From an optimization exercise on the open Yosys and OpenROAD flow, aimed at small area; shortcuts taken in it are not production practice.
The RTL was checked by simulation tests, not by an equivalence proof against the original design.
Power is estimated from default activity; no workload was simulated. The clock port is modelled as an ideal driver; clocking choices that lean on that would not hold on a real chip.

[design/flow/run.sh]
#!/bin/bash
# synth_recipe.tcl (not shown) runs the flow's synth.tcl, then flattens the netlist and writes it again
# the make line also repeats each setting of config.mk as NAME=value (left out here)
make -C /OpenROAD-flow-scripts/flow DESIGN_CONFIG=/design/flow/config.mk WORK_HOME=/design/flow/orfs CLKGATE_MAP_FILE= SYNTH_SCRIPT=/design/flow/synth_recipe.tcl finish
[design/flow/config.mk]
export PLATFORM = sky130hd
export DESIGN_NAME = pixel_frame_loader
export DESIGN_NICKNAME = pixel_frame_loader
export VERILOG_FILES = /design/flow/design.v
export SDC_FILE = /design/flow/constraint.sdc
export NUM_CORES = 4
export LEC_CHECK = 0
export CAP_MARGIN = 20
export CORE_MARGIN = 2
export CORE_UTILIZATION = 40
export SLEW_MARGIN = 20
[design/flow/constraint.sdc]
create_clock -name core_clock -period 10.0 [get_ports {clk}]
set_input_delay 2.0000 -clock core_clock [delete_from_list [all_inputs] [get_ports {clk}]]
set_output_delay 2.0000 -clock core_clock [all_outputs]
set_load 0.01 [all_outputs]
[design/flow/design.v]
module pixel_frame_loader #(
  parameter int NUM_PIXELS = 208,
  parameter int PIX_W      = 8,
  parameter int ERR_W      = 8
) (
  input  logic                        clk,
  input  logic                        rst,
  input  logic [PIX_W-1:0]            pix_data,
  input  logic                        pix_valid,
  input  logic                        pix_sof,
  output logic                        pix_ready,
  output logic                        nn_start,
  input  logic                        nn_done,
  output logic [NUM_PIXELS*PIX_W-1:0] frame_pixels,
  output logic                        busy,
  output logic                        sync_err,
  output logic [ERR_W-1:0]            err_count
);
  localparam int IDX_W = $clog2(NUM_PIXELS);
  localparam logic [IDX_W-1:0] LAST = IDX_W'(NUM_PIXELS - 1);
  typedef enum logic [1:0] {
    L_IDLE,
    L_RUN,
    L_DRAIN
  } l_state_t;
  l_state_t         state, state_nxt;
  logic             show_full;    
  logic             fill_full;    
  logic [IDX_W-1:0] wr_idx;
  logic             xfer, we, fill, err, rel, copy;
  logic [NUM_PIXELS*PIX_W-1:0] fill_q;
  logic [NUM_PIXELS*PIX_W-1:0] show_q;
  assign pix_ready = rst & ~(show_full & fill_full);
  assign xfer      = pix_valid & pix_ready;
  assign err       = xfer & (pix_sof ? (wr_idx != '0) : (wr_idx == '0));
  assign we        = xfer & (pix_sof | (wr_idx != '0));
  assign fill      = xfer & ~pix_sof & (wr_idx == LAST);
  assign copy      = fill_full & ~show_full;
  assign nn_start  = (state == L_RUN);
  assign busy      = (state != L_IDLE);
  always_comb begin
    state_nxt = state;
    rel       = 1'b0;
    unique case (state)
      L_IDLE:
        if ((show_full | fill_full) && !nn_done)
          state_nxt = L_RUN;
      L_RUN:
        if (nn_done)
          state_nxt = L_DRAIN;
      L_DRAIN:
        if (!nn_done) begin
          state_nxt = L_IDLE;
          rel       = 1'b1;
        end
      default:
        state_nxt = L_IDLE;
    endcase
  end
  always_ff @(posedge clk) begin
    if (!rst) begin
      state     <= L_IDLE;
      show_full <= 1'b0;
      fill_full <= 1'b0;
    end else begin
      state <= state_nxt;
      if (copy)
        show_full <= 1'b1;
      else if (rel)
        show_full <= 1'b0;
      if (fill)
        fill_full <= 1'b1;
      else if (copy)
        fill_full <= 1'b0;
    end
  end
  always_ff @(posedge clk) begin
    if (!rst) begin
      wr_idx    <= '0;
      sync_err  <= 1'b0;
      err_count <= '0;
    end else begin
      sync_err <= err;
      if (err && (err_count != '1))
        err_count <= err_count + 1'b1;
      if (xfer) begin
        if (pix_sof)
          wr_idx <= IDX_W'(1);
        else if (fill)
          wr_idx <= '0;
        else if (wr_idx != '0)
          wr_idx <= wr_idx + 1'b1;
      end
    end
  end
  always_ff @(posedge clk) begin
    if (we)
      fill_q <= {pix_data, fill_q[NUM_PIXELS*PIX_W-1:PIX_W]};
  end
  always_ff @(posedge clk) begin
    if (copy)
      show_q <= fill_q;
  end
  assign frame_pixels = show_q;
endmodule
==> flow_summary.toml, run 1 <==
[global_route]
gr-total-overflow = 0
number_of_antenna_violations_at_the_first_check_in_global_routing = 13
grt_util_all_layers_pct = 19.0
grt_start_max_net_pins = 192
grt_first_pass_wirelength_mm = 339
via_count_of_the_first_global_routing_pass = 42400

[critical_path]
cp.buffers_inverters = 3
worst_path_dominant_cell_family = "buffers and inverters"
critPathSlowestCell = "sky130_fd_sc_hd__clkdlybuf4s50_1"
critical_path_arrival_ns = 4.04
worst_setup_path_start_kind = "primary input"
critical-path-top-cell-by-count = "sky130_fd_sc_hd__clkdlybuf4s50_1"
cp_data_required_time_ns = 8.00
setup_crit_path_kind = "primary input to output pin"
crit_chain = "clkdlybuf4s50_1 -> inv_1 -> nor2_1 -> clkdlybuf4s50_1"
timing.critical_path.slowest_cell_delay_ns = 0.79
timing.critical_path.fanout_max = 14
endpoint_kind = "output pin"

[floorplanning]
core_area_um2 = 251000
start_util_pct = 40.2
die_h_um = 507
die_width_um = 507
fp-row-count = 184
boundaryPins = 1689
die_area_um2 = 257000

[pwr]
power.density_cell_area_nw_per_um2 = 208
power.share.switching_pct = 19.0
p_leak_nw = 38.2
cell_internal_pwr_w = 0.0225
share_seq_of_total_power_pct = 55.4
power.total_w = 0.0278
total_switching_power_w = 0.00529
irDropWorstVdd_uv = 155
clkPwrFrac_pct = 44.0
combinationalPowerShare_pct = 0.6

[timing]
finalHoldViolCount = 0
max_clock_freq_mhz = 165
max-slew-margin-rel_pct = 22.5
setup_viol = 0
post-route-min-period_ns = 6.04
setup-tns-final_ns = 0
final.period_utilization_pct = 60.4
unrepaired_setup_endpoints_after_global_routing = "false"
worst_pin_slew_ns = 1.16
report.final.slew_viol_count = 0
clock-skew-final_ns = 0.105

[synthesis]
synth.net_count = 3485
yosysWarningCount = 1
yosysUniqueCellTypes = 39
synth-xor-area-share_pct = 0.00867
synth.ff_latch_count = 3349
synth_sequential_area_ratio_pct = 99.3
synth_top_family_by_area = "simple AND/OR/NAND/NOR gates"
synthCells = 3468
synth_mux_area_share_pct = 0.0495
synth_compound_gate_area_share_pct = 0.161
post_synth_and_or_nand_nor_area_fraction_pct = 0.400
mappedNetlistArea_um2 = 101000
post_synthesis_adder_cell_area_fraction_pct = 0.0495
synthesis.area_per_instance_um2 = 29.1

[run_status]
status = "finished clean"

[route]
antenna_left = 0
vias_per_cell = 4.66
initialDrtViolationCount = 4218
drt_wl_total_mm = 253
via_count = 42600
drt_drc_violations_left = 0
drt_first_pass_iters = 6
routed_wire_length_per_instance_um = 27.7

[place]
dp_cells = 8535
gpl.final_weighted_congestion = 0.841
place.port_buffers = 1688
dp_hpwl_mm = 178

[clock_tree]
cts-root-to-sink-buffers = 4
clock_pin_slew_worst_setup_and_hold_paths_ns = 0.06
numCtsBuffers = 343
clk_root_buffer_cell = "sky130_fd_sc_hd__clkbuf_16"
clock_network_latency_to_the_later_pin_of_the_worst_skew_pair_ns = 0.96
tritoncts_sink_count = 3349
cts_tree = "yes"
cts.htree.levels = 5
cts.hold.buffers_added = 0
post_cts_resize_count = 0
cts_setup_buffers = 0

[min_path]
timing.hold.worst.class = "flop to flop"

[cells_and_area]
sequential_cell_area_um2 = 100000
final_layout_size_suffix_gt1_share_pct = 8.81
area_of_the_multi_input_gates_um2 = 703
fill_cells = 19000
layout-area-overhead-vs-synth_pct = 32.0
final_cells = 9145
nets = 5549

[flow_run]
max_cap_violations = 0
==> layout by cell type (no fill, tap or decap), types with 16 or more instances in the layout <==
master,instances
sky130_fd_sc_hd__edfxtp_1,3328
sky130_fd_sc_hd__clkdlybuf4s50_1,1688
sky130_fd_sc_hd__clkbuf_16,344
sky130_fd_sc_hd__clkinv_1,75
sky130_fd_sc_hd__clkbuf_1,63
sky130_fd_sc_hd__clkinv_2,54
sky130_fd_sc_hd__bufinv_16,31
sky130_fd_sc_hd__dfxtp_1,20
sky130_fd_sc_hd__buf_12,17
sky130_fd_sc_hd__nand2_1,16
==> state kept, by name, summed over array words and instances, names as in the netlist <==
signal,count
show_q,1664
fill_full,1
sync_err,1
show_full,1
fill_q,1664
wr_idx,8
err_count,8
state,2
==> Yosys cell counts <==
cell type | number | area, µm²
sky130_fd_sc_hd__inv_1 | 6 | 22.5
sky130_fd_sc_hd__nor2b_1 | 3 | 18.8
sky130_fd_sc_hd__nor2_1 | 8 | 30.0
sky130_fd_sc_hd__or4_1 | 2 | 15.0
sky130_fd_sc_hd__a31oi_1 | 3 | 18.8
sky130_fd_sc_hd__buf_2 | 1 | 5.00
sky130_fd_sc_hd__clkinv_1 | 1 | 3.75
sky130_fd_sc_hd__nor3b_1 | 1 | 7.51
sky130_fd_sc_hd__xor2_1 | 1 | 8.76
sky130_fd_sc_hd__o21ai_0 | 6 | 30.0
sky130_fd_sc_hd__and4b_1 | 1 | 10.0
sky130_fd_sc_hd__o211ai_1 | 2 | 15.0
sky130_fd_sc_hd__o32ai_1 | 1 | 8.76
sky130_fd_sc_hd__nand2b_1 | 2 | 12.5
sky130_fd_sc_hd__a41oi_1 | 1 | 8.76
sky130_fd_sc_hd__a211oi_1 | 2 | 15.0
sky130_fd_sc_hd__ha_1 | 4 | 50.1
sky130_fd_sc_hd__nand3_1 | 7 | 35.0
sky130_fd_sc_hd__o22ai_1 | 1 | 6.26
sky130_fd_sc_hd__clkbuf_1 | 2 | 7.51
sky130_fd_sc_hd__nand3_2 | 1 | 10.0
sky130_fd_sc_hd__nand2_1 | 17 | 63.8
sky130_fd_sc_hd__a31o_2 | 1 | 8.76
sky130_fd_sc_hd__and3_1 | 5 | 31.3
sky130_fd_sc_hd__nor3_1 | 4 | 20.0
sky130_fd_sc_hd__nand4_1 | 10 | 62.6
sky130_fd_sc_hd__dfxtp_1 | 21 | 420
sky130_fd_sc_hd__a21oi_1 | 7 | 35.0
sky130_fd_sc_hd__or4b_1 | 1 | 10.0
sky130_fd_sc_hd__and4_1 | 1 | 8.76
sky130_fd_sc_hd__mux2i_1 | 5 | 50.1
sky130_fd_sc_hd__nor4_1 | 1 | 6.26
sky130_fd_sc_hd__or3_1 | 3 | 18.8
sky130_fd_sc_hd__and4bb_2 | 1 | 12.5
sky130_fd_sc_hd__edfxtp_1 | 3328 | 99900
sky130_fd_sc_hd__o31ai_1 | 1 | 7.51
sky130_fd_sc_hd__and2_1 | 3 | 18.8
sky130_fd_sc_hd__or2_2 | 2 | 12.5
sky130_fd_sc_hd__a2111oi_0 | 1 | 8.76
==> power by group through the flow <==
stage / Clock (W) / Combinational (W) / Sequential [W]
4_1_cts: 0.0125 / 0.000161 / 0.0154
3_3_place_gp: 0 / 0.000159 / 0.0157
5_1_grt: 0.0130 / 0.000174 / 0.0154
3_5_place_dp: 0 / 0.000163 / 0.0157
2_1_floorplan: 0 / 0.0000947 / 0.0159
6_report: 0.0122 / 0.000158 / 0.0154
==> layout make-up <==
type | count | share of cell area (%)
Sequential cell | 3349 | 75.2
Timing Repair Buffer | 1722 | 13.0
Clock buffer | 407 | 6.63
Tap cell | 3348 | 3.14
Clock inverter | 195 | 1.40
Multi-Input combinational cell | 109 | 0.527
Inverter | 7 | 0.0197
Antenna cell | 8 | 0.0150
==> logic make-up (layout without fill, tap and decap cells) <==
group | after synthesis | count (layout)
DFF | 3349 | 3349
and+or+nand+nor | 73 | 73
AOI/OAI and AO/OA | 26 | 26
buffers and inverters | 10 | 2331
muxes | 5 | 5
adders and majority gates | 4 | 4
xor gates and xnor gates | 1 | 1
other | 0 | 8
==> stage by stage <==
step	util, %	instance area [µm²]	hold WS, ns	setup WS [ns]
global route	53.0	133000	0.381	3.84
finish	53.1	133000	0.365	3.96
detailed placement	48.8	123000	0.406	3.93
CTS	53.0	133000	0.360	3.91
floorplan	-	101000	0.400	-17.24
global placement	48.8	123000	0.401	3.97
==> routing by layer <==
layer	GRT usage [%]	routed length (µm)
met1	19.8	83800
met2	33.4	132000
met3	8.64	27300
met4	6.91	9360
met5	0	0
==> final timing paths <==
check,slack [ns],end,start,cells past startpoint
min reg2reg,0.36,fill_q[695]$_DFFE_PP_,fill_q[703]$_DFFE_PP_,0
min,0.36,fill_q[695]$_DFFE_PP_,fill_q[703]$_DFFE_PP_,0
max,3.96,pix_ready,rst,4
max reg2reg,6.24,fill_q[997]$_DFFE_PP_,wr_idx[0]$_SDFFE_PN0P_,10
==> inputs of run 2 (changes only) <==
==> design/flow/flow/run.sh (new file) <==
#!/bin/bash
set -euo pipefail
export BUFFER_PORTS_ARGS="-buffer_cell sky130_fd_sc_hd__buf_1"
bash standard.sh "BUFFER_PORTS_ARGS=-buffer_cell sky130_fd_sc_hd__buf_1" finish > standard_flow.log 2>&1
==> design/flow/standard.sh (new file) <==
#!/bin/bash
# synth_recipe.tcl (not shown) runs the flow's synth.tcl, then flattens the netlist and writes it again
# the make line also repeats each setting of config.mk as NAME=value (left out here)
make -C /OpenROAD-flow-scripts/flow DESIGN_CONFIG=/design/flow/config.mk WORK_HOME=/design/flow/orfs CLKGATE_MAP_FILE= SYNTH_SCRIPT=/design/flow/synth_recipe.tcl "${@:-finish}"
--- a/design/flow/config.mk
+++ b/design/flow/config.mk
@@ -8,4 +8,6 @@
 export CAP_MARGIN = 20
 export CORE_MARGIN = 2
 export CORE_UTILIZATION = 40
+export CTS_CLUSTER_DIAMETER = 50
+export CTS_CLUSTER_SIZE = 30
 export SLEW_MARGIN = 20
removed: design/flow/run.sh
==> run 2 against run 1 <==
- synthesized cell count did not move
- register-to-register slack got worse by 0.19 ns
- global-route usage fell by 1.5 points
- hold slack got worse by 0.0041 ns
- clock power fell by 6%
- clock skew rose by 0.014 ns
- via count fell by 0.40%
- sequential power barely moved
- core utilization fell by 4.5 points
- die area did not move
- clock-buffer cell count fell by 117
- critical path type unchanged
- critical endpoint unchanged
- largest cell class unchanged
==> flow_summary.toml, run 2 <==
[run_status]
status = "finished clean"

[critical_path]
crit_chain = "buf_1 -> inv_1 -> nor2_1 -> buf_1"
timing.critical_path.slowest_cell_delay_ns = 0.47
critPathSlowestCell = "sky130_fd_sc_hd__buf_1"
endpoint_kind = "output pin"
critical-path-top-cell-by-count = "sky130_fd_sc_hd__buf_1"
timing.critical_path.fanout_max = 14
cp_data_required_time_ns = 8.00
worst_setup_path_start_kind = "primary input"
setup_crit_path_kind = "primary input to output pin"
critical_path_arrival_ns = 3.32

[route]
initialDrtViolationCount = 4714
antenna_left = 0
vias_per_cell = 4.70
drt_first_pass_iters = 6
routed_wire_length_per_instance_um = 25.9
drt_drc_violations_left = 0
drt_wl_total_mm = 234
via_count = 42400

[synthesis]
synth.top_cells.by_count = "sky130_fd_sc_hd__edfxtp_1 (3328), sky130_fd_sc_hd__dfxtp_1 (21), sky130_fd_sc_hd__nand2_1 (17)"
async_flop_share_pct = 0
synth-xor-area-share_pct = 0.00867
synth_compound_gate_area_share_pct = 0.161
dominant_cell_by_count_in_the_synthesized_netlist = "sky130_fd_sc_hd__edfxtp_1"
post_synthesis_adder_cell_area_fraction_pct = 0.0495
yosysUniqueCellTypes = 39
synth_mux_area_share_pct = 0.0495
synth-edff-count = 3328
netlist.top_cell.by_area = "sky130_fd_sc_hd__edfxtp_1"
synth.ff_latch_count = 3349
synth_sequential_area_ratio_pct = 99.3
synth.net_count = 3485
synthesis.area_per_instance_um2 = 29.1
mappedNetlistArea_um2 = 101000
synth.area.top_cells = "sky130_fd_sc_hd__edfxtp_1 (99%), sky130_fd_sc_hd__dfxtp_1 (0.42%), sky130_fd_sc_hd__nand2_1 (0.063%)"
yosysWarningCount = 1
top_cell_type_s_share_of_synthesized_area_pct = 98.9
yosys_most_used_dff = "sky130_fd_sc_hd__edfxtp_1"
synthCells = 3468
synth_top_family_by_area = "simple AND/OR/NAND/NOR gates"
post_synth_and_or_nand_nor_area_fraction_pct = 0.400

[timing]
report.final.slew_viol_count = 0
max_clock_freq_mhz = 188
finalHoldViolCount = 0
final.period_utilization_pct = 53.2
clock-skew-final_ns = 0.119
setup_viol = 0
worst_pin_slew_ns = 1.31
unrepaired_setup_endpoints_after_global_routing = "false"
post-route-min-period_ns = 5.32
setup-tns-final_ns = 0
max-slew-margin-rel_pct = 12.7
setup_ws_ns = 4.68

[floorplanning]
fp-row-count = 184
start_util_pct = 40.2
die_h_um = 507
die_area_um2 = 257000
boundaryPins = 1689
core_area_um2 = 251000
die_width_um = 507

[clock_tree]
cts.hold.buffers_added = 0
cts-root-to-sink-buffers = 4
cts_setup_buffers = 0
cts_tree = "yes"
cts.htree.levels = 5
clk_root_buffer_cell = "sky130_fd_sc_hd__clkbuf_16"
clock_pin_slew_worst_setup_and_hold_paths_ns = 0.08
clock_network_latency_to_the_later_pin_of_the_worst_skew_pair_ns = 0.96
post_cts_resize_count = 0
numCtsBuffers = 279
tritoncts_sink_count = 3349

[cells_and_area]
biggestRegsByFlops = "fill_q: 1664 flops, show_q: 1664 flops"
fill_cells = 20200
layout.cells.most_common = "sky130_fd_sc_hd__edfxtp_1"
area_of_the_multi_input_gates_um2 = 703
final_layout_size_suffix_gt1_share_pct = 9.39
final_cells = 9039
most-common-layout-cells = "sky130_fd_sc_hd__edfxtp_1 (3328), sky130_fd_sc_hd__buf_1 (1688), sky130_fd_sc_hd__clkbuf_16 (285)"
nets = 5498
sequential_cell_area_um2 = 100000
layout-area-overhead-vs-synth_pct = 20.8

[global_route]
grt_first_pass_wirelength_mm = 317
via_count_of_the_first_global_routing_pass = 41500
grt_util_all_layers_pct = 17.4
gr-total-overflow = 0
grt_start_max_net_pins = 195
number_of_antenna_violations_at_the_first_check_in_global_routing = 6

[place]
dp_cells = 8548
place.port_buffers = 1688
dp_hpwl_mm = 164
placement.setup.worst_slack_ns = 4.41
gpl.final_weighted_congestion = 0.874

[pwr]
power.density_cell_area_nw_per_um2 = 221
p_leak_nw = 33.2
irDropWorstVdd_uv = 183

[flow_run]
max_cap_violations = 0

[min_path]
timing.hold.worst.class = "flop to flop"
run 2: changes by cell type in the layout (fill, tap and decap cells not counted), sizes merged:
cell / before / now
diode: 8 / 4
buf: 34 / 1735
bufinv: 31 / 16
clkdlybuf4s50: 1688 / 0
clkinvlp: 15 / 13
clkbuf: 407 / 290
clkinv: 138 / 89
inv: 18 / 86
run 2: metal layers:
metal	track usage (%)	wire (µm)
met2	30.9	123000
met1	19.4	81700
met3	6.80	23100
met5	0	0
met4	5.06	6020
run 2: area by class of cell:
class / count / share of cell area (%)
Timing Repair Buffer: 1735 / 5.61
Clock buffer: 290 / 5.86
Multi-Input combinational cell: 109 / 0.576
Sequential cell: 3349 / 82.2
Clock inverter: 197 / 2.27
Tap cell: 3348 / 3.43
Antenna cell: 4 / 0.00820
Inverter: 7 / 0.0215
run 2: critical path, delay by kind of cell:
family	cells	cell delay, ns
buffers and inverters	3	1.13
and+or+nand+nor	1	0.18
run 2: path summary, 6_finish.rpt:
check	start	to	slack (ns)	cells after the start
hold reg to reg	fill_q[626]$_DFFE_PP_	show_q[626]$_DFFE_PP_	0.36	0
setup reg to reg	wr_idx[1]$_SDFFE_PN0P_	fill_q[1014]$_DFFE_PP_	6.05	10
hold / removal	fill_q[626]$_DFFE_PP_	show_q[626]$_DFFE_PP_	0.36	0
setup / recovery	rst	pix_ready	4.68	4
run 2: kinds of logic (layout without fill, tap and decap cells):
logic type	after synthesis	count (layout)
other	0	4
adders and majority gates	4	4
and+or+nand+nor	73	73
muxes	5	5
AOI/OAI and AO/OA	26	26
DFF	3349	3349
buffers and inverters	10	2229
xor gates and xnor gates	1	1
run 2: power by group:
| part | total, W | switching (W) | leakage [nW] | internal (W) |
|---|---|---|---|---|
| sequential | 0.0154 | 0.0000302 | 25.9 | 0.0153 |
| combinational | 0.000155 | 0.000141 | 2.56 | 0.0000141 |
| clock | 0.0115 | 0.00549 | 4.77 | 0.00600 |
run 2: metrics by stage:
step / hold WS, ns / power [W] / instance area (µm²) / utilization, %
6_report: 0.361 / 0.0270 / 122000 / 48.5
5_1_grt: 0.375 / 0.0278 / 122000 / 48.5
4_1_cts: 0.359 / 0.0273 / 122000 / 48.5
3_5_place_dp: 0.405 / 0.0158 / 112000 / 44.6
3_3_place_gp: 0.404 / 0.0158 / 112000 / 44.6
2_1_floorplan: 0.400 / 0.0160 / 101000 / -
==> inputs of run 3 (changes only) <==
--- a/design/flow/config.mk
+++ b/design/flow/config.mk
@@ -8,6 +8,6 @@
 export CAP_MARGIN = 20
 export CORE_MARGIN = 2
 export CORE_UTILIZATION = 40
-export CTS_CLUSTER_DIAMETER = 50
+export CTS_CLUSTER_DIAMETER = 100
 export CTS_CLUSTER_SIZE = 30
 export SLEW_MARGIN = 20
==> run 3 against run 2 <==
- clock skew shrank 0.078 ns
- largest cell class unchanged
- sequential cell count is the same
- core utilization shrank 2.4 points
- wire length shrank 1.8%
==> flow_summary.toml, run 3 <==
[route]
vias_per_cell = 4.74
antenna_left = 0
initialDrtViolationCount = 4744
drt_drc_violations_left = 0
drt_first_pass_iters = 7
drt_wl_total_mm = 230
routed_wire_length_per_instance_um = 26.3
via_count = 41300

[cells_and_area]
layout.cells.most_common = "sky130_fd_sc_hd__edfxtp_1"
most-common-layout-cells = "sky130_fd_sc_hd__edfxtp_1 (3328), sky130_fd_sc_hd__buf_1 (1688), sky130_fd_sc_hd__clkbuf_16 (135)"
biggestRegsByFlops = "fill_q: 1664 flops, show_q: 1664 flops"
final_layout_size_suffix_gt1_share_pct = 3.99
layout-area-overhead-vs-synth_pct = 14.7
nets = 5352

[timing]
finalHoldViolCount = 0
setup_viol = 0
max_clock_freq_mhz = 189
fin_hold_ws_ns = 0.419
report.final.slew_viol_count = 0
worst_pin_slew_ns = 1.25
clock-skew-final_ns = 0.0409
unrepaired_setup_endpoints_after_global_routing = "false"
setup-tns-final_ns = 0
post-route-min-period_ns = 5.30
final.period_utilization_pct = 53.0
max-slew-margin-rel_pct = 16.5

[clock_tree]
post_cts_resize_count = 0
cts-root-to-sink-buffers = 3
numCtsBuffers = 133
cts_tree = "yes"
tritoncts_sink_count = 3349
cts_setup_buffers = 0
cts.hold.buffers_added = 0
clock_pin_slew_worst_setup_and_hold_paths_ns = 0.11
cts.htree.levels = 4
clk_root_buffer_cell = "sky130_fd_sc_hd__clkbuf_16"
clock_network_latency_to_the_later_pin_of_the_worst_skew_pair_ns = 0.84

[critical_path]
setup_crit_path_kind = "primary input to output pin"
critical_path_arrival_ns = 3.30
timing.critical_path.fanout_max = 14
worst_setup_path_start_kind = "primary input"
endpoint_kind = "output pin"
cp_data_required_time_ns = 8.00

[floorplanning]
die_area_um2 = 257000
die_width_um = 507
boundaryPins = 1689
fp-row-count = 184
start_util_pct = 40.2
die_h_um = 507
core_area_um2 = 251000

[synthesis]
yosys_most_used_dff = "sky130_fd_sc_hd__edfxtp_1"
synth.net_count = 3485
top_cell_type_s_share_of_synthesized_area_pct = 98.9
yosysUniqueCellTypes = 39
synth.area.top_cells = "sky130_fd_sc_hd__edfxtp_1 (99%), sky130_fd_sc_hd__dfxtp_1 (0.42%), sky130_fd_sc_hd__nand2_1 (0.063%)"
mappedNetlistArea_um2 = 101000
yosysWarningCount = 1
synth_sequential_area_ratio_pct = 99.3
async_flop_share_pct = 0
synth.ff_latch_count = 3349
synth.top_cells.by_count = "sky130_fd_sc_hd__edfxtp_1 (3328), sky130_fd_sc_hd__dfxtp_1 (21), sky130_fd_sc_hd__nand2_1 (17)"
netlist.top_cell.by_area = "sky130_fd_sc_hd__edfxtp_1"
synthesis.area_per_instance_um2 = 29.1
synth-edff-count = 3328
synthCells = 3468
dominant_cell_by_count_in_the_synthesized_netlist = "sky130_fd_sc_hd__edfxtp_1"

[flow_run]
max_cap_violations = 0

[pwr]
irDropWorstVdd_uv = 158
power.density_cell_area_nw_per_um2 = 190
p_leak_nw = 30.3

[global_route]
grt_first_pass_wirelength_mm = 310
grt_util_all_layers_pct = 17.1
via_count_of_the_first_global_routing_pass = 40000
grt_start_max_net_pins = 195
gr-total-overflow = 0
number_of_antenna_violations_at_the_first_check_in_global_routing = 6

[place]
place.port_buffers = 1688
dp_hpwl_mm = 164
gpl.final_weighted_congestion = 0.874

[min_path]
timing.hold.worst.class = "flop to flop"

[run_status]
status = "finished clean"
## run 3: path summary, 6_finish.rpt
check	cells after the start	slack, ns	startpoint	end
worst max-delay path	4	4.70	rst	pix_ready
worst min-delay path	0	0.42	fill_q[276]$_DFFE_PP_	fill_q[268]$_DFFE_PP_
worst max register to register	10	6.04	wr_idx[0]$_SDFFE_PN0P_	fill_q[998]$_DFFE_PP_
worst min register to register	0	0.42	fill_q[276]$_DFFE_PP_	fill_q[268]$_DFFE_PP_
## run 3: routing by layer
| metal | global-route usage (%) | vias to the layer above | routed length (µm) |
|---|---|---|---|
| met5 | 0 | - | 0 |
| met4 | 4.70 | 0 | 6000 |
| met3 | 5.92 | 234 | 20900 |
| met2 | 30.7 | 1613 | 122000 |
| met1 | 19.2 | 21800 | 81100 |
| li1 | - | 17700 | - |
## run 3: worst max-delay path, stage by stage
cell and delay, ns:
sky130_fd_sc_hd__buf_1 0.46, sky130_fd_sc_hd__inv_1 0.40, sky130_fd_sc_hd__nor2_1 0.18, sky130_fd_sc_hd__buf_1 0.25
## run 3: area by class of cell
type,count,area [µm²]
Clock inverter,21,374
Sequential cell,3349,100000
Multi-Input combinational cell,109,703
Antenna cell,7,17.5
Fill cell,20800,135000
Clock buffer,145,3420
Tap cell,3348,4190
Inverter,7,26.3
Timing Repair Buffer,1735,6840
## run 3: report_power, final
group / switching, W / leakage [nW] / internal, W / total (W)
Clock: 0.00398 / 1.84 / 0.00254 / 0.00652
Combinational: 0.000141 / 2.56 / 0.0000141 / 0.000155
Sequential: 0.0000299 / 25.9 / 0.0153 / 0.0154
## run 3: through the flow
step | total power, W | instances | worst slack [ns] | area (µm²) | utilization [%]
floorplan | 0.0160 | 3468 | -17.24 | 101000 | -
global placement | 0.0158 | 8548 | 4.52 | 112000 | 44.6
detailed placement | 0.0158 | 8548 | 4.41 | 112000 | 44.6
CTS | 0.0222 | 8714 | 4.63 | 116000 | 46.1
global route | 0.0227 | 8716 | 4.47 | 116000 | 46.1
finish | 0.0220 | 8721 | 4.70 | 116000 | 46.1
## run 3: cells by family after synthesis
logic type	Yosys count	synth area share, %
muxes	5	0.0495
adders and majority gates	4	0.0495
DFF	3349	99.3
and+or+nand+nor	73	0.400
xor gates and xnor gates	1	0.00867
buffers and inverters	10	0.0384
AOI/OAI and AO/OA	26	0.161
==> inputs of run 4 (changes only) <==
--- a/design/flow/config.mk
+++ b/design/flow/config.mk
@@ -7,7 +7,7 @@
 export LEC_CHECK = 0
 export CAP_MARGIN = 20
 export CORE_MARGIN = 2
-export CORE_UTILIZATION = 40
-export CTS_CLUSTER_DIAMETER = 100
-export CTS_CLUSTER_SIZE = 30
+export CORE_UTILIZATION = 60
+export CTS_CLUSTER_DIAMETER = 60
+export CTS_CLUSTER_SIZE = 24
 export SLEW_MARGIN = 20
==> run 4 against run 3 <==
- the flow now stops in I/O pin placement
- synthesized area stayed put
- synthesized cell count stayed put
==> flow_summary.toml, run 4 <==
[synthesis]
yosysUniqueCellTypes = 39
synth_sequential_area_ratio_pct = 99.3
yosysWarningCount = 1
synthCells = 3468
synthesis.area_per_instance_um2 = 29.1
top_cell_type_s_share_of_synthesized_area_pct = 98.9
synth.net_count = 3485
post_synthesis_adder_cell_area_fraction_pct = 0.0495
async_flop_share_pct = 0
synth_compound_gate_area_share_pct = 0.161
netlist.top_cell.by_area = "sky130_fd_sc_hd__edfxtp_1"
synth_mux_area_share_pct = 0.0495
synth-edff-count = 3328
synth.top_cells.by_count = "sky130_fd_sc_hd__edfxtp_1 (3328), sky130_fd_sc_hd__dfxtp_1 (21), sky130_fd_sc_hd__nand2_1 (17)"
post_synth_and_or_nand_nor_area_fraction_pct = 0.400
yosys_most_used_dff = "sky130_fd_sc_hd__edfxtp_1"
synth-xor-area-share_pct = 0.00867
synth_top_family_by_area = "simple AND/OR/NAND/NOR gates"
synth.ff_latch_count = 3349
dominant_cell_by_count_in_the_synthesized_netlist = "sky130_fd_sc_hd__edfxtp_1"
synth.area.top_cells = "sky130_fd_sc_hd__edfxtp_1 (99%), sky130_fd_sc_hd__dfxtp_1 (0.42%), sky130_fd_sc_hd__nand2_1 (0.063%)"
mappedNetlistArea_um2 = 101000

[run_status]
flow.stopped_at = "I/O pin placement"
status = "aborted with a tool error"
tool_error = "[ERROR PPL-0024] Number of IO pins (1689) exceeds maximum number of available positions (1500). Increase the die perimeter from 1657.70um to 2297.04um."

[floorplanning]
die_width_um = 414
die_h_um = 414
start_util_pct = 60.4
fp-row-count = 150
==> run 4: cell counts after synthesis <==
Identical to the previous run, type by type.
==> run 4: cells by family after synthesis <==
kind of cell	count (synthesis)
and+or+nand+nor	73
xor gates and xnor gates	1
DFF	3349
muxes	5
adders and majority gates	4
buffers and inverters	10
AOI/OAI and AO/OA	26
==> inputs of run 5 (changes only) <==
--- a/design/flow/config.mk
+++ b/design/flow/config.mk
@@ -7,7 +7,8 @@
 export LEC_CHECK = 0
 export CAP_MARGIN = 20
 export CORE_MARGIN = 2
-export CORE_UTILIZATION = 60
+export CORE_UTILIZATION = 40
+export CTS_BUF_LIST = sky130_fd_sc_hd__clkbuf_8
 export CTS_CLUSTER_DIAMETER = 60
-export CTS_CLUSTER_SIZE = 24
+export CTS_CLUSTER_SIZE = 18
 export SLEW_MARGIN = 20
==> run 5 against run 4 <==
- the run now finishes clean
- synthesized area did not move
- synthesized cell count is the same
==> flow_summary.toml, run 5 <==
[route]
vias_per_cell = 4.72
initialDrtViolationCount = 4880
drt_first_pass_iters = 5
drt_wl_total_mm = 231
via_count = 41700
routed_wire_length_per_instance_um = 26.2
drt_drc_violations_left = 0
antenna_left = 0

[timing]
max_clock_freq_mhz = 188
final.period_utilization_pct = 53.1
unrepaired_setup_endpoints_after_global_routing = "false"
post-route-min-period_ns = 5.31
setup_ws_ns = 4.69
setup_viol = 0
max-slew-margin-rel_pct = 17.1
setup-tns-final_ns = 0
report.final.slew_viol_count = 0
worst_pin_slew_ns = 1.24
clock-skew-final_ns = 0.0653
fin_hold_ws_ns = 0.392
finalHoldViolCount = 0

[clock_tree]
tritoncts_sink_count = 3349
cts-root-to-sink-buffers = 3
clock_network_latency_to_the_later_pin_of_the_worst_skew_pair_ns = 0.99
cts.hold.buffers_added = 0
cts.htree.levels = 4
numCtsBuffers = 210
clk_root_buffer_cell = "sky130_fd_sc_hd__clkbuf_8"
cts_setup_buffers = 0
cts_tree = "yes"
post_cts_resize_count = 0
clock_pin_slew_worst_setup_and_hold_paths_ns = 0.10

[critical_path]
critical_path_arrival_ns = 3.31
cp_data_required_time_ns = 8.00
endpoint_kind = "output pin"
setup_crit_path_kind = "primary input to output pin"
timing.critical_path.fanout_max = 14
worst_setup_path_start_kind = "primary input"

[synthesis]
mappedNetlistArea_um2 = 101000
synth.area.top_cells = "sky130_fd_sc_hd__edfxtp_1 (99%), sky130_fd_sc_hd__dfxtp_1 (0.42%), sky130_fd_sc_hd__nand2_1 (0.063%)"
async_flop_share_pct = 0
yosysUniqueCellTypes = 39
synth.top_cells.by_count = "sky130_fd_sc_hd__edfxtp_1 (3328), sky130_fd_sc_hd__dfxtp_1 (21), sky130_fd_sc_hd__nand2_1 (17)"
synth_sequential_area_ratio_pct = 99.3
synth.ff_latch_count = 3349
dominant_cell_by_count_in_the_synthesized_netlist = "sky130_fd_sc_hd__edfxtp_1"
synthesis.area_per_instance_um2 = 29.1
yosysWarningCount = 1
synth.net_count = 3485
synthCells = 3468
netlist.top_cell.by_area = "sky130_fd_sc_hd__edfxtp_1"
synth-edff-count = 3328
yosys_most_used_dff = "sky130_fd_sc_hd__edfxtp_1"
top_cell_type_s_share_of_synthesized_area_pct = 98.9

[global_route]
grt_util_all_layers_pct = 17.2
grt_first_pass_wirelength_mm = 313
number_of_antenna_violations_at_the_first_check_in_global_routing = 6
via_count_of_the_first_global_routing_pass = 40700
grt_start_max_net_pins = 195
gr-total-overflow = 0

[floorplanning]
start_util_pct = 40.2
boundaryPins = 1689
fp-row-count = 184
die_width_um = 507
die_area_um2 = 257000
core_area_um2 = 251000
die_h_um = 507

[cells_and_area]
layout-area-overhead-vs-synth_pct = 14.4
sequential_cell_area_um2 = 100000
fill_cells = 20900
layout.cells.most_common = "sky130_fd_sc_hd__edfxtp_1"
final_layout_size_suffix_gt1_share_pct = 5.46
area_of_the_multi_input_gates_um2 = 703
final_cells = 8832
most-common-layout-cells = "sky130_fd_sc_hd__edfxtp_1 (3328), sky130_fd_sc_hd__buf_1 (1688), sky130_fd_sc_hd__clkbuf_8 (213)"
nets = 5429
biggestRegsByFlops = "fill_q: 1664 flops, show_q: 1664 flops"
post_route_design_area_um2 = 116000

[place]
post_dp_cell_area_um2 = 112000
dp_cells = 8548
gpl.final_weighted_congestion = 0.874
dp_hpwl_mm = 164
placement.setup.worst_slack_ns = 4.41
place.port_buffers = 1688

[pwr]
power.density_cell_area_nw_per_um2 = 187
irDropWorstVdd_uv = 144
p_leak_nw = 30.4

[min_path]
timing.hold.worst.class = "flop to flop"

[flow_run]
max_cap_violations = 0

[run_status]
status = "finished clean"
==> run 5: logic make-up after synthesis <==
kind of cell / share of synthesized area, %
buffers and inverters: 0.0384
DFF: 99.3
xor gates and xnor gates: 0.00867
adders and majority gates: 0.0495
AOI/OAI and AO/OA: 0.161
and+or+nand+nor: 0.400
muxes: 0.0495
==> run 5: per-layer routing <==
layer	GRT usage (%)	vias to the layer above	routed length (µm)
met5	0	-	0
met4	4.38	0	4850
met3	6.23	266	21700
met2	30.9	1707	124000
met1	19.3	21900	81100
li1	-	17800	-
==> run 5: final timing paths <==
path,start,to,slack (ns),cells after the start
setup / recovery,rst,pix_ready,4.69,4
hold / removal,fill_q[1]$_DFFE_PP_,show_q[1]$_DFFE_PP_,0.39,0
setup reg to reg,wr_idx[0]$_SDFFE_PN0P_,fill_q[998]$_DFFE_PP_,6.03,10
hold reg to reg,fill_q[1]$_DFFE_PP_,show_q[1]$_DFFE_PP_,0.39,0
==> run 5: cell type report <==
cell class / count / area share [%]
antenna: 7 / 0.0152
clock buffer: 213 / 2.54
clock inverter: 64 / 0.438
inverter: 7 / 0.0227
multi-input combinational: 109 / 0.608
sequential: 3349 / 86.8
tap: 3348 / 3.62
timing repair buffer: 1735 / 5.92
==> run 5: stage by stage <==
step | total power (W) | util, %
final | 0.0216 | 46.0
after global routing | 0.0222 | 46.0
after CTS | 0.0218 | 46.0
after detailed placement | 0.0158 | 44.6
after global placement | 0.0158 | 44.6
after floorplan | 0.0160 | -
==> run 5: where the power goes <==
group          leakage (nW)  switching, W  internal, W
Combinational          2.56      0.000141    0.0000141
Clock                  1.88       0.00401      0.00203
Sequential             25.9     0.0000300       0.0153
Total                  30.4       0.00418       0.0174
==> run 5: critical path, stage by stage <==
cell and delay [ns]:
sky130_fd_sc_hd__buf_1 0.46, sky130_fd_sc_hd__inv_1 0.40, sky130_fd_sc_hd__nor2_1 0.19, sky130_fd_sc_hd__buf_1 0.26
==> inputs of run 6 (changes only) <==
--- a/design/flow/design.v
+++ b/design/flow/design.v
@@ -93,13 +93,10 @@
       end
     end
   end
+  localparam int NB = NUM_PIXELS * PIX_W;
   always_ff @(posedge clk) begin
-    if (we)
-      fill_q <= {pix_data, fill_q[NUM_PIXELS*PIX_W-1:PIX_W]};
-  end
-  always_ff @(posedge clk) begin
-    if (copy)
-      show_q <= fill_q;
+    fill_q <= ({NB{we}} & {pix_data, fill_q[NB-1:PIX_W]}) | ({NB{~we}} & fill_q);
+    show_q <= ({NB{copy}} & fill_q) | ({NB{show_full}} & show_q);
   end
   assign frame_pixels = show_q;
 endmodule
==> run 6 against run 5 <==
- setup slack got worse by 0.45 ns
- hold slack improved by 0.0015 ns
- critical path depth did not move
- core utilization fell by 0.40 points
- non-clock buffer count rose by 6
- fmax fell by 7.8%
- synthesized cell count rose by 59%
- design area fell by 1.1%
- wire length rose by 28%
- cell count rose by 20%
- sequential cell count did not move
- critical path type unchanged
==> flow_summary.toml, run 6 <==
[flow_run]
max_cap_violations = 0

[clock_tree]
cts_tree = "yes"
clock_network_latency_to_the_later_pin_of_the_worst_skew_pair_ns = 1.05
cts.hold.buffers_added = 0
clk_root_buffer_cell = "sky130_fd_sc_hd__clkbuf_8"
numCtsBuffers = 216
tritoncts_sink_count = 3349
cts-root-to-sink-buffers = 3
cts.htree.levels = 4
cts_setup_buffers = 0
clock_pin_slew_worst_setup_and_hold_paths_ns = 0.11
post_cts_resize_count = 0

[min_path]
timing.hold.worst.class = "flop to flop"

[synthesis]
synth.ff_latch_count = 3349
synthesis.area_per_instance_um2 = 18.3
yosys_most_used_dff = "sky130_fd_sc_hd__dfxtp_1"
netlist.top_cell.by_area = "sky130_fd_sc_hd__edfxtp_1"
synth.area.top_cells = "sky130_fd_sc_hd__edfxtp_1 (50%), sky130_fd_sc_hd__dfxtp_1 (34%), sky130_fd_sc_hd__a22o_1 (14%)"
yosysWarningCount = 1
synth.net_count = 5519
mappedNetlistArea_um2 = 101000
top_cell_type_s_share_of_synthesized_area_pct = 49.7
async_flop_share_pct = 0
synth.top_cells.by_count = "sky130_fd_sc_hd__dfxtp_1 (1685), sky130_fd_sc_hd__a22o_1 (1664), sky130_fd_sc_hd__edfxtp_1 (1664)"
synth_sequential_area_ratio_pct = 83.3
synthCells = 5502
yosysUniqueCellTypes = 44
dominant_cell_by_count_in_the_synthesized_netlist = "sky130_fd_sc_hd__dfxtp_1"
synth-edff-count = 1664

[place]
placement.setup.worst_slack_ns = 4.18
dp_hpwl_mm = 208
place.port_buffers = 1688
gpl.final_weighted_congestion = 0.879
dp_cells = 10200

[timing]
report.final.slew_viol_count = 0
setup-tns-final_ns = 0
max_clock_freq_mhz = 174
post-route-min-period_ns = 5.76
unrepaired_setup_endpoints_after_global_routing = "false"
fin_hold_ws_ns = 0.394
worst_pin_slew_ns = 1.14
clock-skew-final_ns = 0.0827
setup_ws_ns = 4.24
final.period_utilization_pct = 57.6
max-slew-margin-rel_pct = 23.8
setup_viol = 0
finalHoldViolCount = 0

[global_route]
grt_start_max_net_pins = 219
grt_util_all_layers_pct = 22.0
gr-total-overflow = 0
grt_first_pass_wirelength_mm = 410
number_of_antenna_violations_at_the_first_check_in_global_routing = 18
via_count_of_the_first_global_routing_pass = 54000

[pwr]
combinationalPowerShare_pct = 0.8
share_seq_of_total_power_pct = 68.3
power.total_w = 0.0211
total_switching_power_w = 0.00452
cell_internal_pwr_w = 0.0166
power.share.switching_pct = 21.4
p_leak_nw = 35.2
clkPwrFrac_pct = 30.9
power.density_cell_area_nw_per_um2 = 185
irDropWorstVdd_uv = 127

[route]
vias_per_cell = 5.29
drt_first_pass_iters = 5
initialDrtViolationCount = 6023
antenna_left = 0
via_count = 56200
drt_drc_violations_left = 0
drt_wl_total_mm = 295
routed_wire_length_per_instance_um = 27.8

[floorplanning]
core_area_um2 = 251000
start_util_pct = 40.1
fp-row-count = 184
die_h_um = 505
die_area_um2 = 255000
die_width_um = 505
boundaryPins = 1689

[critical_path]
endpoint_kind = "output pin"
critical-path-top-cell-by-count = "sky130_fd_sc_hd__buf_1"
critPathSlowestCell = "sky130_fd_sc_hd__nor2_1"
timing.critical_path.slowest_cell_delay_ns = 0.67
timing.critical_path.fanout_max = 14
worst-r2r-setup-slack_ns = 5.04
crit_chain = "buf_1 -> inv_1 -> nor2_1 -> buf_1"
worst_setup_path_start_kind = "primary input"
cp_data_required_time_ns = 8.00
setup_crit_path_kind = "primary input to output pin"
critical_path_arrival_ns = 3.76

[cells_and_area]
final_layout_size_suffix_gt1_share_pct = 4.52
fill_cells = 22100
nets = 7104
layout-area-overhead-vs-synth_pct = 13.7
final_cells = 10600
layout.cells.most_common = "sky130_fd_sc_hd__buf_1"
most-common-layout-cells = "sky130_fd_sc_hd__buf_1 (1688), sky130_fd_sc_hd__dfxtp_1 (1684), sky130_fd_sc_hd__a22o_1 (1664), sky130_fd_sc_hd__edfxtp_1 (1664), sky130_fd_sc_hd__clkbuf_8 (224)"

[run_status]
status = "finished clean"
[run 6: cell count changes in the layout (fill, tap and decap cells not counted), sizes merged, moves of 2 or more]
cell	delta
dfxtp	+1664
nand2b	-2
buf	+6
clkinvlp	+5
clkinv	+6
inv	+109
edfxtp	-1664
clkbuf	+11
a22o	+1664
[run 6: cells by family after synthesis]
logic type | Yosys count | share of synthesized area, %
flops | 3349 | 83.3
compound gates | 1692 | 14.7
fa+ha+maj | 4 | 0.0498
buf+inv | 381 | 1.56
xor+xnor | 1 | 0.00872
mux | 4 | 0.0398
simple gates | 71 | 0.391
[run 6: layout make-up]
class	count	area (µm²)	share of cell area [%]
antenna	6	15.0	0.0131
sequential	3349	83700	73.3
tap	3348	4190	3.67
multi-input combinational	1772	15300	13.4
clock inverter	184	1000	0.875
timing repair buffer	1741	6970	6.10
clock buffer	224	3080	2.70
inverter	7	26.3	0.0230
[run 6: critical path, delay by kind of cell]
family / cells / cell delay (ns)
AND/OR/NAND/NOR: 1 / 0.67
buffers and inverters: 3 / 1.08
[run 6: per-layer routing]
metal	track usage (%)	part of all wire (%)	routed length, µm
met2	35.3	48	140000
met4	10.3	5.1	15100
met3	7.28	9.0	26700
met5	0	0	0
met1	26.7	38	113000
[run 6: final timing paths]
check | depth (start not counted) | startpoint | end
max | 4 | rst | pix_ready
min | 0 | flop | flop
max reg2reg | 5 | show_full$_SDFFE_PN0P_ | show_q[826]$_DFF_P_
min reg2reg | 0 | flop | flop
[run 6: power by group through the flow]
| stage | logic [W] | clock network [W] | registers [W] |
|---|---|---|---|
| 2_1_floorplan | 0.0000958 | 0 | 0.0150 |
| 3_3_place_gp | 0.000158 | 0 | 0.0147 |
| 3_5_place_dp | 0.000162 | 0 | 0.0147 |
| 4_1_cts | 0.000162 | 0.00670 | 0.0144 |
| 5_1_grt | 0.000174 | 0.00718 | 0.0144 |
| 6_report | 0.000160 | 0.00653 | 0.0144 |
[run 6: per-stage QoR]
| stage | util [%] | cell area (µm²) |
|---|---|---|
| after global routing | 45.6 | 114000 |
| after global placement | 43.9 | 110000 |
| after detailed placement | 43.9 | 110000 |
| after CTS | 45.6 | 114000 |
| final | 45.6 | 114000 |
| after floorplan | - | 101000 |
==> inputs of run 7 (changes only) <==
--- a/design/flow/config.mk
+++ b/design/flow/config.mk
@@ -8,7 +8,6 @@
 export CAP_MARGIN = 20
 export CORE_MARGIN = 2
 export CORE_UTILIZATION = 40
-export CTS_BUF_LIST = sky130_fd_sc_hd__clkbuf_8
-export CTS_CLUSTER_DIAMETER = 60
-export CTS_CLUSTER_SIZE = 18
+export CTS_CLUSTER_DIAMETER = 100
+export CTS_CLUSTER_SIZE = 30
 export SLEW_MARGIN = 20
==> run 7 against run 6 <==
- sequential share of layout area hardly changed
- highest routed layer unchanged
- still clean on timing, DRC and antenna
- core utilization hardly changed
- critical path depth stayed put
- largest power group unchanged
- critical endpoint unchanged
- largest cell class unchanged
==> flow_summary.toml, run 7 <==
[critical_path]
worst_setup_path_start_kind = "primary input"
timing.critical_path.depth = 4
timing.critical_path.fanout_max = 14
crit-reg2reg-capture = "show_q[821]$_DFF_P_"
cp_data_required_time_ns = 8.00
critical_path_arrival_ns = 3.76
worst_path_dominant_cell_family = "buffers and inverters"
critical-path-top-cell-by-count = "sky130_fd_sc_hd__buf_1"
cp.buffers_inverters = 3
rr_startpoint = "show_full$_SDFFE_PN0P_"
timing.reg2reg.worst_path_depth = 5
critPathSlowestCell = "sky130_fd_sc_hd__nor2_1"
timing.critical_path.slowest_cell_delay_ns = 0.68
worst-r2r-setup-slack_ns = 5.00
crit_chain = "buf_1 -> inv_1 -> nor2_1 -> buf_1"
endpoint_kind = "output pin"
setup_crit_path_kind = "primary input to output pin"

[min_path]
worstHoldPathCells = 0
timing.hold.worst.class = "flop to flop"

[cells_and_area]
layout.cells.most_common = "sky130_fd_sc_hd__buf_1"
sequential_cell_area_um2 = 83700
layout-area-overhead-vs-synth_pct = 13.7
most-common-layout-cells = "sky130_fd_sc_hd__buf_1 (1688), sky130_fd_sc_hd__dfxtp_1 (1684), sky130_fd_sc_hd__a22o_1 (1664), sky130_fd_sc_hd__edfxtp_1 (1664), sky130_fd_sc_hd__clkbuf_16 (138)"
nets = 7020
final_layout_size_suffix_gt1_share_pct = 3.12
utilization_of_the_core_after_routing_pct = 45.6
area_of_the_multi_input_gates_um2 = 15300
fill_cells = 22000

[floorplanning]
start_util_pct = 40.1
core_area_um2 = 251000
fp-row-count = 184
die_h_um = 505
boundaryPins = 1689
die_area_um2 = 255000
die_width_um = 505

[place]
place.port_buffers = 1688
dp_hpwl_mm = 208
gpl.final_weighted_congestion = 0.879

[route]
wl_met1_mm = 111
highest-signal-layer = "met4"
routed_wire_length_per_instance_um = 27.9
antenna_left = 0
drt_wl_total_mm = 292
drt_first_pass_iters = 6
vias_per_cell = 5.33
drt_drc_violations_left = 0
initialDrtViolationCount = 5892
via_count = 55800
wl_met2_mm = 140
routed_wl_met3_mm = 25.8

[clock_tree]
numCtsBuffers = 132
cts_setup_buffers = 0
cts.hold.buffers_added = 0
tritoncts_sink_count = 3349
cts.htree.levels = 4
cts-root-to-sink-buffers = 3
clock_network_latency_to_the_later_pin_of_the_worst_skew_pair_ns = 0.84
clk_root_buffer_cell = "sky130_fd_sc_hd__clkbuf_16"
cts_tree = "yes"
post_cts_resize_count = 0
clock_pin_slew_worst_setup_and_hold_paths_ns = 0.11

[synthesis]
mappedNetlistArea_um2 = 101000
synth.net_count = 5519
netlist.top_cell.by_area = "sky130_fd_sc_hd__edfxtp_1"
synth.top_cells.by_count = "sky130_fd_sc_hd__dfxtp_1 (1685), sky130_fd_sc_hd__a22o_1 (1664), sky130_fd_sc_hd__edfxtp_1 (1664)"
synthCells = 5502
yosysUniqueCellTypes = 44
synthesis.area_per_instance_um2 = 18.3
synth_sequential_area_ratio_pct = 83.3
synth.ff_latch_count = 3349
synth-edff-count = 1664
synth.area.top_cells = "sky130_fd_sc_hd__edfxtp_1 (50%), sky130_fd_sc_hd__dfxtp_1 (34%), sky130_fd_sc_hd__a22o_1 (14%)"
dominant_cell_by_count_in_the_synthesized_netlist = "sky130_fd_sc_hd__dfxtp_1"
top_cell_type_s_share_of_synthesized_area_pct = 49.7
async_flop_share_pct = 0
yosys_most_used_dff = "sky130_fd_sc_hd__dfxtp_1"
yosysWarningCount = 1

[timing]
worst_pin_slew_ns = 1.16
unrepaired_setup_endpoints_after_global_routing = "false"
post-route-min-period_ns = 5.76
max_clock_freq_mhz = 174
max-slew-margin-rel_pct = 22.5
final.period_utilization_pct = 57.6
finalHoldViolCount = 0
setup-tns-final_ns = 0
setup_viol = 0
report.final.slew_viol_count = 0
clock-skew-final_ns = 0.0568

[pwr]
irDropWorstVdd_uv = 160
power.density_cell_area_nw_per_um2 = 188
p_leak_nw = 34.5

[global_route]
number_of_antenna_violations_at_the_first_check_in_global_routing = 18
grt_first_pass_wirelength_mm = 407
via_count_of_the_first_global_routing_pass = 53300
grt_start_max_net_pins = 219
gr-total-overflow = 0
grt_util_all_layers_pct = 21.8

[run_status]
status = "finished clean"

[flow_run]
max_cap_violations = 0
==> run 7: changes by cell type in the layout (fill, tap and decap cells not counted), moves of 2 or more <==
cell,before,now
sky130_fd_sc_hd__inv_8,3,0
sky130_fd_sc_hd__clkinv_8,6,3
sky130_fd_sc_hd__clkinv_4,2,0
sky130_fd_sc_hd__inv_1,151,7
sky130_fd_sc_hd__clkbuf_8,224,2
sky130_fd_sc_hd__clkinvlp_4,9,1
sky130_fd_sc_hd__inv_12,7,1
sky130_fd_sc_hd__clkbuf_1,0,89
sky130_fd_sc_hd__clkinv_2,7,1
sky130_fd_sc_hd__clkinv_16,0,6
sky130_fd_sc_hd__clkbuf_16,0,138
==> run 7: per-layer routing <==
| layer | track usage [%] | vias to the layer above |
|---|---|---|
| li1 | - | 24500 |
| met1 | 26.5 | 28700 |
| met2 | 35.2 | 2150 |
| met3 | 6.97 | 393 |
| met4 | 10.6 | 0 |
| met5 | 0 | - |
==> run 7: where the power goes <==
group	total [W]	switching, W	leakage [nW]	internal, W
registers	0.0144	0.0000327	24.7	0.0144
logic	0.000160	0.000143	7.87	0.0000167
clock network	0.00688	0.00417	1.95	0.00271
==> run 7: per-stage QoR <==
step / cells / cell area (µm²) / power [W] / worst slack (ns) / hold WS (ns)
6_report: 10500 / 114000 / 0.0215 / 4.24 / 0.427
5_1_grt: 10500 / 114000 / 0.0221 / 4.14 / 0.435
4_1_cts: 10500 / 114000 / 0.0217 / 4.19 / 0.430
3_5_place_dp: 10200 / 110000 / 0.0149 / 4.18 / 0.432
3_3_place_gp: 10200 / 110000 / 0.0149 / 4.26 / 0.428
2_1_floorplan: 5502 / 101000 / 0.0151 / -17.26 / 0.427
==> run 7: layout make-up <==
type | instances | share of cell area [%]
Clock inverter | 17 | 0.283
Antenna cell | 7 | 0.0153
Clock buffer | 229 | 3.34
Multi-Input combinational cell | 1772 | 13.4
Tap cell | 3348 | 3.66
Timing Repair Buffer | 1741 | 6.10
Sequential cell | 3349 | 73.2
Inverter | 7 | 0.0230
==> run 7: how the worst max path moves through the flow <==
stage,startpoint,end
2_1_floorplan,rst,flop
3_3_place_gp,rst,pix_ready
3_5_place_dp,rst,pix_ready
4_1_cts,rst,pix_ready
5_1_grt,rst,pix_ready
6_report,rst,pix_ready
==> run 7: cell families (layout without fill, tap and decap cells) <==
group                      after synthesis  in the layout  synth area share [%]
other                                    0              7                     0
AOI/OAI and AO/OA                     1692           1692                  14.7
and+or+nand+nor                         71             71                 0.391
xor gates and xnor gates                 1              1               0.00872
muxes                                    4              4                0.0398
DFF                                   3349           3349                  83.3
adders and majority gates                4              4                0.0498
buffers and inverters                  381           1994                  1.56
==> run 7: worst register-to-register path: cells and delay by family, from the launching register on <==
kind / cells / cell delay, ns
buffers and inverters: 4 / 3.63
DFF: 1 / 0.96
AOI/OAI and AO/OA: 1 / 0.36
==> inputs of run 8 (changes only) <==
==> design/flow/flow/run.sh (replaced) <==
#!/bin/bash
set -euo pipefail
export BUFFER_PORTS_ARGS="-buffer_cell sky130_fd_sc_hd__buf_1"
export CTS_ARGS="-sink_clustering_enable -repair_clock_nets -sink_clustering_size 30 -sink_clustering_max_diameter 100 -dont_use_dummy_load"
bash standard.sh "BUFFER_PORTS_ARGS=$BUFFER_PORTS_ARGS" "CTS_ARGS=$CTS_ARGS" finish > standard_flow.log 2>&1
--- a/design/flow/config.mk
+++ b/design/flow/config.mk
@@ -8,6 +8,4 @@
 export CAP_MARGIN = 20
 export CORE_MARGIN = 2
 export CORE_UTILIZATION = 40
-export CTS_CLUSTER_DIAMETER = 100
-export CTS_CLUSTER_SIZE = 30
 export SLEW_MARGIN = 20
==> run 8 against run 7 <==
- cell count decreased by 1.1%
- sequential cell count is the same
- via count decreased by 0.37%
- clock skew rose by 0.071 ns
- fmax about the same
- synthesized area unchanged
- non-clock buffer count unchanged
- sequential share of layout area grew 0.54 points
- setup slack better by 0.0053 ns
- core utilization is 0.33 points lower
- global-route usage barely moved
- critical path depth unchanged
==> flow_summary.toml, run 8 <==
[run_status]
status = "finished clean"

[synthesis]
dominant_cell_by_count_in_the_synthesized_netlist = "sky130_fd_sc_hd__dfxtp_1"
synth.ff_latch_count = 3349
synth.area.top_cells = "sky130_fd_sc_hd__edfxtp_1 (50%), sky130_fd_sc_hd__dfxtp_1 (34%), sky130_fd_sc_hd__a22o_1 (14%)"
synth-edff-count = 1664
synth.top_cells.by_count = "sky130_fd_sc_hd__dfxtp_1 (1685), sky130_fd_sc_hd__a22o_1 (1664), sky130_fd_sc_hd__edfxtp_1 (1664)"
yosys_most_used_dff = "sky130_fd_sc_hd__dfxtp_1"
yosysWarningCount = 1
netlist.top_cell.by_area = "sky130_fd_sc_hd__edfxtp_1"
synth_sequential_area_ratio_pct = 83.3
top_cell_type_s_share_of_synthesized_area_pct = 49.7
mappedNetlistArea_um2 = 101000
synthesis.area_per_instance_um2 = 18.3
synthCells = 5502
synth.net_count = 5519
async_flop_share_pct = 0
yosysUniqueCellTypes = 44

[critical_path]
worst_setup_path_start_kind = "primary input"
endpoint_kind = "output pin"
setup_crit_path_kind = "primary input to output pin"
critical_path_arrival_ns = 3.75
cp_data_required_time_ns = 8.00
timing.critical_path.fanout_max = 14

[pwr]
p_leak_nw = 34.2
power.density_cell_area_nw_per_um2 = 184
irDropWorstVdd_uv = 160
power.total_w = 0.0209

[place]
dp_cells = 10200
post_dp_cell_area_um2 = 110000
placement.setup.worst_slack_ns = 4.18
dp_hpwl_mm = 208
gpl.final_weighted_congestion = 0.879
place.port_buffers = 1688

[cells_and_area]
layout.cells.most_common = "sky130_fd_sc_hd__buf_1"
final_cells = 10400
post_route_design_area_um2 = 113000
final_layout_size_suffix_gt1_share_pct = 2.81
sequential_cell_area_um2 = 83700
area_of_the_multi_input_gates_um2 = 15300
nets = 7020
layout-area-overhead-vs-synth_pct = 12.9
most-common-layout-cells = "sky130_fd_sc_hd__buf_1 (1688), sky130_fd_sc_hd__dfxtp_1 (1684), sky130_fd_sc_hd__a22o_1 (1664), sky130_fd_sc_hd__edfxtp_1 (1664), sky130_fd_sc_hd__clkbuf_16 (132)"
fill_cells = 22000

[floorplanning]
die_h_um = 505
die_area_um2 = 255000
fp-row-count = 184
core_area_um2 = 251000
boundaryPins = 1689
start_util_pct = 40.1
die_width_um = 505

[clock_tree]
cts_tree = "yes"
cts-root-to-sink-buffers = 3
clock_network_latency_to_the_later_pin_of_the_worst_skew_pair_ns = 0.83
cts.hold.buffers_added = 0
clk_root_buffer_cell = "sky130_fd_sc_hd__clkbuf_16"
cts_setup_buffers = 0
cts.htree.levels = 4
clock_pin_slew_worst_setup_and_hold_paths_ns = 0.11
tritoncts_sink_count = 3349
numCtsBuffers = 132
post_cts_resize_count = 0

[global_route]
grt_first_pass_wirelength_mm = 406
grt_start_max_net_pins = 219
grt_util_all_layers_pct = 21.8
via_count_of_the_first_global_routing_pass = 53200
gr-total-overflow = 0
number_of_antenna_violations_at_the_first_check_in_global_routing = 18

[timing]
max_clock_freq_mhz = 174
unrepaired_setup_endpoints_after_global_routing = "false"
clock-skew-final_ns = 0.127
final.period_utilization_pct = 57.5
finalHoldViolCount = 0
max-slew-margin-rel_pct = 20.3
setup-tns-final_ns = 0
setup_viol = 0
report.final.slew_viol_count = 0
worst_pin_slew_ns = 1.20
setup_ws_ns = 4.25
post-route-min-period_ns = 5.75

[route]
antenna_left = 0
drt_wl_total_mm = 292
routed_wire_length_per_instance_um = 28.2
initialDrtViolationCount = 6061
drt_first_pass_iters = 6
via_count = 55600
vias_per_cell = 5.37
drt_drc_violations_left = 0

[flow_run]
max_cap_violations = 0

[min_path]
timing.hold.worst.class = "flop to flop"
-- run 8: layout make-up --
cell class              count  area share, %
clock buffers             132           2.91
well taps                3348           3.69
inverters                   7         0.0232
flip-flops and latches   3349           73.8
repair buffers           1741           6.14
diodes                      7         0.0154
multi-input cells        1772           13.5
-- run 8: kinds of logic after synthesis --
kind of cell / share of synthesized area (%)
buffers and inverters: 1.56
xor gates and xnor gates: 0.00872
adders and majority gates: 0.0498
and+or+nand+nor: 0.391
AOI/OAI and AO/OA: 14.7
DFF: 83.3
muxes: 0.0398
-- run 8: worst max-delay path, cell delays in order --
cell                     delay, ns
sky130_fd_sc_hd__buf_1        0.43
sky130_fd_sc_hd__inv_1        0.39
sky130_fd_sc_hd__nor2_1       0.68
sky130_fd_sc_hd__buf_1        0.23
-- run 8: per-layer routing --
metal,vias to the layer above,GRT usage (%),wire (µm)
li1,24400,-,-
met1,28600,26.4,111000
met2,2103,35.4,141000
met3,389,6.95,25800
met4,0,9.98,14400
met5,-,0,0
-- run 8: metrics by stage --
step | utilization, % | hold WS, ns
6_report | 45.3 | 0.388
5_1_grt | 45.3 | 0.388
4_1_cts | 45.2 | 0.388
3_5_place_dp | 43.9 | 0.432
3_3_place_gp | 43.9 | 0.428
2_1_floorplan | - | 0.427
-- run 8: final timing paths --
check | startpoint | endpoint | slack (ns) | cells after the start
min | flop | flop | 0.39 | 0
max reg2reg | show_full$_SDFFE_PN0P_ | show_q[826]$_DFF_P_ | 5.02 | 5
min reg2reg | flop | flop | 0.39 | 0
max | rst | pix_ready | 4.25 | 4
-- run 8: report_power, final --
group / internal (W) / total (W) / switching, W
Clock: 0.00239 / 0.00631 / 0.00391
Combinational: 0.0000167 / 0.000160 / 0.000143
Sequential: 0.0144 / 0.0144 / 0.0000327
Total: 0.0168 / 0.0209 / 0.00409
==> inputs of run 9 (changes only) <==
==> design/flow/flow/run.sh (replaced) <==
#!/bin/bash
set -euo pipefail
export BUFFER_PORTS_ARGS="-buffer_cell sky130_fd_sc_hd__buf_1"
export CTS_ARGS="-sink_clustering_enable -repair_clock_nets -sink_clustering_size 10 -sink_clustering_max_diameter 45 -buf_list {sky130_fd_sc_hd__clkbuf_4 sky130_fd_sc_hd__clkbuf_8} -dont_use_dummy_load"
bash standard.sh "BUFFER_PORTS_ARGS=$BUFFER_PORTS_ARGS" "CTS_ARGS=$CTS_ARGS" finish > standard_flow.log 2>&1
==> run 9 against run 8 <==
- non-clock buffer count is the same
- register-to-register slack improved by 0.02 ns
- clock skew is 0.047 ns higher
- via count up 2.7%
- cell count increased by 2.7%
- sequential power is essentially flat
- highest routed layer unchanged
==> flow_summary.toml, run 9 <==
[global_route]
gr-total-overflow = 0
grt_first_pass_wirelength_mm = 415
via_count_of_the_first_global_routing_pass = 55700
grt_util_all_layers_pct = 22.2
grt_start_max_net_pins = 219
number_of_antenna_violations_at_the_first_check_in_global_routing = 18

[timing]
setup_ws_ns = 4.27
report.final.slew_viol_count = 0
unrepaired_setup_endpoints_after_global_routing = "false"
post-route-min-period_ns = 5.73
setup-tns-final_ns = 0
worst_pin_slew_ns = 1.13
max-slew-margin-rel_pct = 24.5
max_clock_freq_mhz = 175
fin_hold_ws_ns = 0.340
setup_viol = 0
clock-skew-final_ns = 0.174
finalHoldViolCount = 0
final.period_utilization_pct = 57.3

[pwr]
power.density_cell_area_nw_per_um2 = 195
power.total_w = 0.0226
p_leak_nw = 35.5
irDropWorstVdd_uv = 118

[synthesis]
synth.area.top_cells = "sky130_fd_sc_hd__edfxtp_1 (50%), sky130_fd_sc_hd__dfxtp_1 (34%), sky130_fd_sc_hd__a22o_1 (14%)"
yosysUniqueCellTypes = 44
yosysWarningCount = 1
synth_sequential_area_ratio_pct = 83.3
synth.top_cells.by_count = "sky130_fd_sc_hd__dfxtp_1 (1685), sky130_fd_sc_hd__a22o_1 (1664), sky130_fd_sc_hd__edfxtp_1 (1664)"
mappedNetlistArea_um2 = 101000
async_flop_share_pct = 0
netlist.top_cell.by_area = "sky130_fd_sc_hd__edfxtp_1"
synth.net_count = 5519
yosys_most_used_dff = "sky130_fd_sc_hd__dfxtp_1"
synth-edff-count = 1664
top_cell_type_s_share_of_synthesized_area_pct = 49.7
synth.ff_latch_count = 3349
dominant_cell_by_count_in_the_synthesized_netlist = "sky130_fd_sc_hd__dfxtp_1"
synthesis.area_per_instance_um2 = 18.3
synthCells = 5502

[route]
antenna_left = 0
via_count = 57000
drt_wl_total_mm = 298
drt_drc_violations_left = 0
vias_per_cell = 5.36
drt_first_pass_iters = 5
routed_wire_length_per_instance_um = 28.0
initialDrtViolationCount = 5780

[critical_path]
endpoint_kind = "output pin"
critical_path_arrival_ns = 3.73
timing.critical_path.slowest_cell_delay_ns = 0.67
crit_chain = "buf_1 -> inv_1 -> nor2_1 -> buf_1"
setup_crit_path_kind = "primary input to output pin"
critical-path-top-cell-by-count = "sky130_fd_sc_hd__buf_1"
worst_path_dominant_cell_family = "buffers and inverters"
timing.critical_path.fanout_max = 14
worst_setup_path_start_kind = "primary input"
critPathSlowestCell = "sky130_fd_sc_hd__nor2_1"
cp.buffers_inverters = 3
cp_data_required_time_ns = 8.00

[clock_tree]
clock_pin_slew_worst_setup_and_hold_paths_ns = 0.07
cts.htree.levels = 5
clk_root_buffer_cell = "sky130_fd_sc_hd__clkbuf_8"
cts-root-to-sink-buffers = 4
cts_tree = "yes"
tritoncts_sink_count = 3349
cts.hold.buffers_added = 0
post_cts_resize_count = 0
clock_network_latency_to_the_later_pin_of_the_worst_skew_pair_ns = 1.12
cts_setup_buffers = 0
numCtsBuffers = 408

[run_status]
status = "finished clean"

[cells_and_area]
final_layout_size_suffix_gt1_share_pct = 6.50
sequential_cell_area_um2 = 83700
layout.cells.most_common = "sky130_fd_sc_hd__buf_1"
area_of_the_multi_input_gates_um2 = 15300
nets = 7296
fill_cells = 21900
most-common-layout-cells = "sky130_fd_sc_hd__buf_1 (1688), sky130_fd_sc_hd__dfxtp_1 (1684), sky130_fd_sc_hd__a22o_1 (1664), sky130_fd_sc_hd__edfxtp_1 (1664), sky130_fd_sc_hd__clkbuf_8 (408)"
layout-area-overhead-vs-synth_pct = 15.2
final_cells = 10600

[place]
gpl.final_weighted_congestion = 0.879
place.port_buffers = 1688
dp_cells = 10200
dp_hpwl_mm = 208
placement.setup.worst_slack_ns = 4.18

[floorplanning]
core_area_um2 = 251000
fp-row-count = 184
die_width_um = 505
start_util_pct = 40.1
die_h_um = 505
die_area_um2 = 255000
boundaryPins = 1689

[flow_run]
max_cap_violations = 0

[min_path]
timing.hold.worst.class = "flop to flop"
==> run 9: cell counts after synthesis <==
No cell type changed its count.
==> run 9: path summary, 6_finish.rpt <==
| kind | startpoint | endpoint | slack, ns | cells after the start |
|---|---|---|---|---|
| hold / removal | flop | flop | 0.34 | 0 |
| hold reg to reg | flop | flop | 0.34 | 0 |
| setup / recovery | rst | pix_ready | 4.27 | 4 |
| setup reg to reg | show_full$_SDFFE_PN0P_ | show_q[931]$_DFF_P_ | 5.04 | 5 |
==> run 9: where the power goes <==
group | switching, W | internal, W
clock network | 0.00442 | 0.00360
logic | 0.000144 | 0.0000167
registers | 0.0000330 | 0.0144
total | 0.00459 | 0.0180
==> run 9: cell type report <==
class,instances,share of cell area [%]
Antenna cell,10,0.0216
Clock buffer,408,4.85
Sequential cell,3349,72.3
Timing Repair Buffer,1741,6.02
Multi-Input combinational cell,1772,13.2
Tap cell,3348,3.62
Inverter,7,0.0227
==> run 9: layer usage <==
metal / part of all wire, % / global-route usage, % / vias up
met1: 38 / 26.6 / 29100
li1: - / - / 25000
met2: 48 / 35.6 / 2505
met3: 9.3 / 7.93 / 520
met5: 0 / 0 / -
met4: 4.8 / 10.8 / 0
==> run 9: metrics by stage <==
| stage | cell area [µm²] | util (%) |
|---|---|---|
| after global routing | 116000 | 46.2 |
| after CTS | 116000 | 46.2 |
| final | 116000 | 46.2 |
| after detailed placement | 110000 | 43.9 |
| after global placement | 110000 | 43.9 |
| after floorplan | 101000 | - |
==> run 9: kinds of logic (layout without fill, tap and decap cells) <==
group / after synthesis / count (layout) / synth area share, %
AO/OA/AOI/OAI: 1692 / 1692 / 14.7
XOR/XNOR: 1 / 1 / 0.00872
adder cells (fa/ha/maj): 4 / 4 / 0.0498
buffers and inverters: 381 / 2156 / 1.56
flip-flops: 3349 / 3349 / 83.3
multiplexers: 4 / 4 / 0.0398
other: 0 / 10 / 0
AND/OR/NAND/NOR: 71 / 71 / 0.391
